Context: an optimization exercise on an open-source flow, tuned for small area. The choices shown serve that exercise and are no tape-out recipe.
Only simulation tests tie the RTL to the original design; equivalence was not proved.
Power is estimated from default activity; no workload was simulated. The flow treats the clock pin as an ideal source, which a real chip does not have.

==> flow/design.v (excerpt) <==
module spi_eeprom_slave #(
  parameter int AW      = 7,
  parameter int PAGE_AW = 4
) (
  input  logic clk,
  input  logic rst,
  input  logic sck,
  input  logic csn,
  input  logic mosi,
  output logic miso,
  output logic miso_oe,
  output logic wel
);
  localparam int NL = 64;    
  localparam int LW = 16;    
  typedef enum logic [3:0] {
    IDLE   = 4'd15,
    CMD    = 4'd0,
    ADDR_R = 4'd2,
    ADDR_W = 4'd3,
    WR0    = 4'd6,    
    WR1    = 4'd7,    
    IGN    = 4'd1,
    IGN_S  = 4'd5,    
    IGN_C  = 4'd9,    
    RD     = 4'd8,
    ST     = 4'd12
  } state_t;
  logic [2:0]      sck_q;
  logic [1:0]      csn_q;
  logic [1:0]      mosi_q;
  state_t          state_q;
  logic [2:0]      bit_cnt_q;
  logic [6:0]      shift_q;
  logic [AW-1:0]   addr_q;
  logic            miso_q;
  logic            wel_q;
  logic [3:0]      phase_q;
  logic            fill_q;
  logic            wv_q;
  logic [7:0]      wbuf_q;
  logic            near_q;
  logic [LW-1:0]   loop_q [NL];
  logic            sck_rise;
  logic            sck_fall;
  logic            csn_s;
  logic            mosi_s;
  logic            last_bit;
  logic [7:0]      rx_byte;
  logic            out_state;
  logic            byte_done;
  logic [3:0]      enter;
  logic            wbit;
  logic            wr_half;
  logic            wr_on;
  logic            wr_one;
  logic            wr_zero;
  logic [AW-1:0]   rd_addr;
  logic [7:0]      pre_hi_n;
  logic [7:0]      pre_lo_n;
  logic [NL-1:0]   loop_sel;
  logic [NL-1:0]   loop_d0;
  logic [LW/2-1:0] tap_col;
  logic [3:0]      rd_pos;
  logic            tap_bit;
  logic            rd_bit;
  ...
For scale: about 1700 cells after synthesis, about 1100 flip-flops, roughly 8 I/O pins, ~0.026 mm² of cells after synthesis.
==> module spi_eeprom_slave, before the edit <==
module spi_eeprom_slave #(
  parameter int AW      = 7,
  parameter int PAGE_AW = 4
) (
  input  logic clk,
  input  logic rst,
  input  logic sck,
  input  logic csn,
  input  logic mosi,
  output logic miso,
  output logic miso_oe,
  output logic wel
);
  localparam int NL = 64;    
  localparam int LW = 16;    
  typedef enum logic [3:0] {
    IDLE   = 4'd15,
    CMD    = 4'd0,
    ADDR_R = 4'd2,
    ADDR_W = 4'd3,
    WR0    = 4'd6,    
    WR1    = 4'd7,    
    IGN    = 4'd1,
    IGN_S  = 4'd5,    
    IGN_C  = 4'd9,    
    RD     = 4'd8,
    ST     = 4'd12
  } state_t;
  logic [2:0]      sck_q;
  logic [1:0]      csn_q;
  logic [1:0]      mosi_q;
  state_t          state_q;
  logic [2:0]      bit_cnt_q;
  logic [6:0]      shift_q;
  logic [AW-1:0]   addr_q;
  logic            miso_q;
  logic            wel_q;
  logic [3:0]      phase_q;
  logic            fill_q;
  logic            wv_q;
  logic [7:0]      wbuf_q;
  logic            near_q;
  logic [LW-1:0]   loop_q [NL];
  logic            sck_rise;
  logic            sck_fall;
  logic            csn_s;
  logic            mosi_s;
  logic            last_bit;
  logic [7:0]      rx_byte;
  logic            out_state;
  logic            byte_done;
  logic [3:0]      enter;
  logic            wbit;
  logic            wr_half;
  logic            wr_on;
  logic            wr_one;
  logic            wr_zero;
  logic [AW-1:0]   rd_addr;
  logic [7:0]      pre_hi_n;
  logic [7:0]      pre_lo_n;
  logic [NL-1:0]   loop_sel;
  logic [NL-1:0]   loop_d0;
  logic [LW/2-1:0] tap_col;
  logic [3:0]      rd_pos;
  logic            tap_bit;
  logic            rd_bit;
  assign sck_rise  = sck_q[1] & ~sck_q[2];
  assign sck_fall  = ~sck_q[1] & sck_q[2];
  assign csn_s     = csn_q[1];
  assign mosi_s    = mosi_q[1];
  assign last_bit  = (bit_cnt_q == 3'd7);
  assign rx_byte   = {shift_q, mosi_s};
  assign out_state = (state_q == RD) || (state_q == ST);
  assign byte_done = !csn_s && (state_q == WR0 || state_q == WR1) && sck_rise && last_bit;
  always_ff @(posedge clk) begin
    if (rst) begin
      csn_q <= 2'b11;
    end else begin
      csn_q <= {csn_q[0], csn};
    end
    sck_q  <= {sck_q[1:0], sck};
    mosi_q <= {mosi_q[0], mosi};
  end
  always_ff @(posedge clk) begin
    if (sck_rise) shift_q <= rx_byte[6:0];
  end
  always_ff @(posedge clk) begin
    if (rst) begin
      phase_q <= 4'd0;
      fill_q  <= 1'b1;
    end else begin
      phase_q <= phase_q + 4'd1;
      if (phase_q == 4'd15) fill_q <= 1'b0;
    end
  end
  always_ff @(posedge clk) begin
    if (rst) begin
      wv_q <= 1'b0;
    end else if (byte_done) begin
      wv_q <= 1'b1;
    end else if (!csn_s && state_q == CMD && sck_rise && last_bit) begin
      wv_q <= 1'b0;
    end
    if (byte_done) wbuf_q <= rx_byte;
  end
  assign enter   = ~phase_q;
  assign wr_half = (enter[3] == addr_q[0]);
  assign wbit    = fill_q | wbuf_q[enter[2:0]];
  assign rd_addr = (state_q == ADDR_R) ? rx_byte[AW-1:0] : addr_q;
  always_comb begin
    for (int i = 0; i < 8; i++) begin
      pre_hi_n[i] = !(fill_q || rd_addr[AW-1:4] == 3'(i));
      pre_lo_n[i] = !(fill_q || rd_addr[3:1] == 3'(i));
    end
  end
  assign wr_on   = fill_q || (wv_q && wr_half);
  assign wr_one  = wr_on && wbit;
  assign wr_zero = wr_on && !wbit;
  for (genvar l = 0; l < NL; l++) begin : g_loop
    spi_eeprom_nor2 u_sel (.a(pre_hi_n[l/8]), .b(pre_lo_n[l%8]), .y(loop_sel[l]));
    spi_eeprom_loop_in u_in (.sel(loop_sel[l]), .one(wr_one), .zero(wr_zero),
                             .q(loop_q[l][LW-1]), .d(loop_d0[l]));
  end
  always_ff @(posedge clk) begin
    for (int l = 0; l < NL; l++) begin
      loop_q[l] <= {loop_q[l][LW-2:0], loop_d0[l]};
    end
  end
  for (genvar t = 0; t < LW / 2; t++) begin : g_tap
    logic [NL-1:0] col_in;
    for (genvar l = 0; l < NL; l++) begin : g_in
      assign col_in[l] = loop_q[l][2*t];
    end
    spi_eeprom_col u_col (.d(col_in), .sel(loop_sel), .y(tap_col[t]));
  end
  assign rd_pos  = {rd_addr[0], (state_q == ADDR_R) ? 3'd7 : ~bit_cnt_q} + phase_q;
  assign tap_bit = tap_col[rd_pos[3:1]];
  always_ff @(posedge clk) near_q <= tap_bit;
  assign rd_bit = rd_pos[0] ? near_q : tap_bit;
  always_ff @(posedge clk) begin
    if (rst) begin
      state_q <= IDLE;
      miso_q  <= 1'b0;
      wel_q   <= 1'b0;
    end else if (csn_s) begin
      if (state_q == IGN_S) wel_q <= 1'b1;
      if (state_q == IGN_C || state_q == WR1) wel_q <= 1'b0;
      state_q <= IDLE;
      miso_q  <= 1'b0;
    end else begin
      case (state_q)
        IDLE: state_q <= CMD;
        CMD: begin
          if (sck_rise && last_bit) begin
            case (rx_byte)
              8'h06:   state_q <= IGN_S;
              8'h04:   state_q <= IGN_C;
              8'h05:   state_q <= ST;
              8'h03:   state_q <= ADDR_R;
              8'h02:   state_q <= wel_q ? ADDR_W : IGN;
              default: state_q <= IGN;
            endcase
          end
        end
        ADDR_R: if (sck_rise && last_bit) state_q <= RD;
        ADDR_W: if (sck_rise && last_bit) state_q <= WR0;
        WR0:    if (sck_rise && last_bit) state_q <= WR1;
        IGN_S, IGN_C: if (sck_rise) state_q <= IGN;
        RD: if (sck_fall) miso_q <= rd_bit;
        ST: if (sck_fall) miso_q <= wel_q && (bit_cnt_q == 3'd6);
        default: ;
      endcase
    end
  end
  always_ff @(posedge clk) begin
    if (csn_s || state_q == IDLE) begin
      bit_cnt_q <= 3'd0;
    end else if (out_state ? sck_fall : sck_rise) begin
      bit_cnt_q <= bit_cnt_q + 3'd1;
    end
  end
  always_ff @(posedge clk) begin
    if (!csn_s && (state_q == ADDR_R || state_q == ADDR_W) && sck_rise) begin
      addr_q <= rx_byte[AW-1:0];
    end else if (byte_done && wv_q) begin
      addr_q <= {addr_q[AW-1:PAGE_AW], addr_q[PAGE_AW-1:0] + PAGE_AW'(1)};
    end else if (!csn_s && state_q == RD && sck_fall && last_bit) begin
      addr_q <= addr_q + AW'(1);
    end
  end
  assign miso    = miso_q;
  assign miso_oe = out_state;
  assign wel     = wel_q;
endmodule
==> flow/config.mk <==
export PLATFORM = sky130hd
export DESIGN_NAME = spi_eeprom_slave
export DESIGN_NICKNAME = spi_eeprom_slave
export VERILOG_FILES = /design/flow/design.v
export SDC_FILE = /design/flow/constraint.sdc
export NUM_CORES = 4
export LEC_CHECK = 0
export CAP_MARGIN = 20
export CORE_MARGIN = 2
export CORE_UTILIZATION = 40
export CTS_BUF_LIST = sky130_fd_sc_hd__clkbuf_16
export CTS_CLUSTER_DIAMETER = 80
export CTS_CLUSTER_SIZE = 30
export SLEW_MARGIN = 20
export SYNTH_HIERARCHICAL = 1
export SYNTH_MINIMUM_KEEP_SIZE = 0
==> flow/constraint.sdc <==
create_clock -name core_clock -period 8.0 [get_ports {clk}]
set_input_delay 1.6000 -clock core_clock [delete_from_list [all_inputs] [get_ports {clk}]]
set_output_delay 1.6000 -clock core_clock [all_outputs]
set_load 0.01 [all_outputs]
standard.sh (not shown) runs the stock make flow with config.mk's settings and CLKGATE_MAP_FILE= SYNTH_SCRIPT=/design/flow/synth_recipe.tcl, a recipe that flattens the netlist after the stock synthesis.
==> flow/flow/run.sh <==
#!/bin/bash
# The standard layout (standard.sh) with two changes:
#  - clock tree synthesis adds no dummy loads for balancing and uses clkbuf_16 buffers
#    on sink clusters of at most 32 flip-flops within 90 um;
#  - the buffer that global placement puts on every input and output port is buf_1.
# Everything else, synthesis included, is the standard flow.
set -euo pipefail
export CTS_ARGS="-sink_clustering_enable -repair_clock_nets -buf_list sky130_fd_sc_hd__clkbuf_16 -sink_clustering_size 32 -sink_clustering_max_diameter 90 -dont_use_dummy_load"
export BUFFER_PORTS_ARGS="-buffer_cell sky130_fd_sc_hd__buf_1"
bash standard.sh finish > standard_flow.log 2>&1
The first run finished with timing, DRC and antenna clean.
Rerun with:
--- a/flow/design.v
+++ b/flow/design.v
@@ -107,7 +107,7 @@
   assign enter   = ~phase_q;
   assign wr_half = (enter[3] == addr_q[0]);
   assign wbit    = fill_q | wbuf_q[enter[2:0]];
-  assign rd_addr = (state_q == ADDR_R) ? rx_byte[AW-1:0] : addr_q;
+  assign rd_addr = {addr_q[AW-1:1], (state_q == ADDR_R) ? mosi_s : addr_q[0]};
   always_comb begin
     for (int i = 0; i < 8; i++) begin
       pre_hi_n[i] = !(fill_q || rd_addr[AW-1:4] == 3'(i));
@@ -182,7 +182,8 @@
   end
   always_ff @(posedge clk) begin
     if (!csn_s && (state_q == ADDR_R || state_q == ADDR_W) && sck_rise) begin
-      addr_q <= rx_byte[AW-1:0];
+      if (last_bit) addr_q[0] <= mosi_s;
+      else addr_q[AW-1:1] <= {addr_q[AW-2:1], mosi_s};
     end else if (byte_done && wv_q) begin
       addr_q <= {addr_q[AW-1:PAGE_AW], addr_q[PAGE_AW-1:0] + PAGE_AW'(1)};
     end else if (!csn_s && state_q == RD && sck_fall && last_bit) begin
What happened:
- The new run ran to the end with no violations
- area after synthesis came out lower by 0.41%
- cell area hardly moves
- clock power stays flat
- final cell count goes down by 0.84%
- non-clock buffer count does not change
- routed wire length came out lower by 1.1%
- fmax increases by 15%
- global-route usage is about the same

## port drivers added, routing unchanged
The flow's constraints put no driver on any port. The routed layouts listed below were extracted and timed again, unchanged, in two steps.
Step 1 sets driving cells, clkbuf_16 on the clock port and buf_2 on the other inputs (assumed; they add their load-dependent delay and slew).
Step 2 moves the port delays by t, midway between the first and last clock arrival at a register: inputs arrive t later, outputs are due t later. That takes back most of the time a late clock gives input paths.
Slacks: ideal ports / drivers / drivers and shift; pairs: ideal ports / drivers.
run | t (ns) | setup slack, ns | slew at the worst register clock pin (ns)
the first run | 0.637 | 2.988 / 2.988 / 2.988 | 0.11 / 0.11
the second run | 0.645 | 3.636 / 3.636 / 3.636 | 0.12 / 0.12
After both steps setup and hold are still met in every run listed.
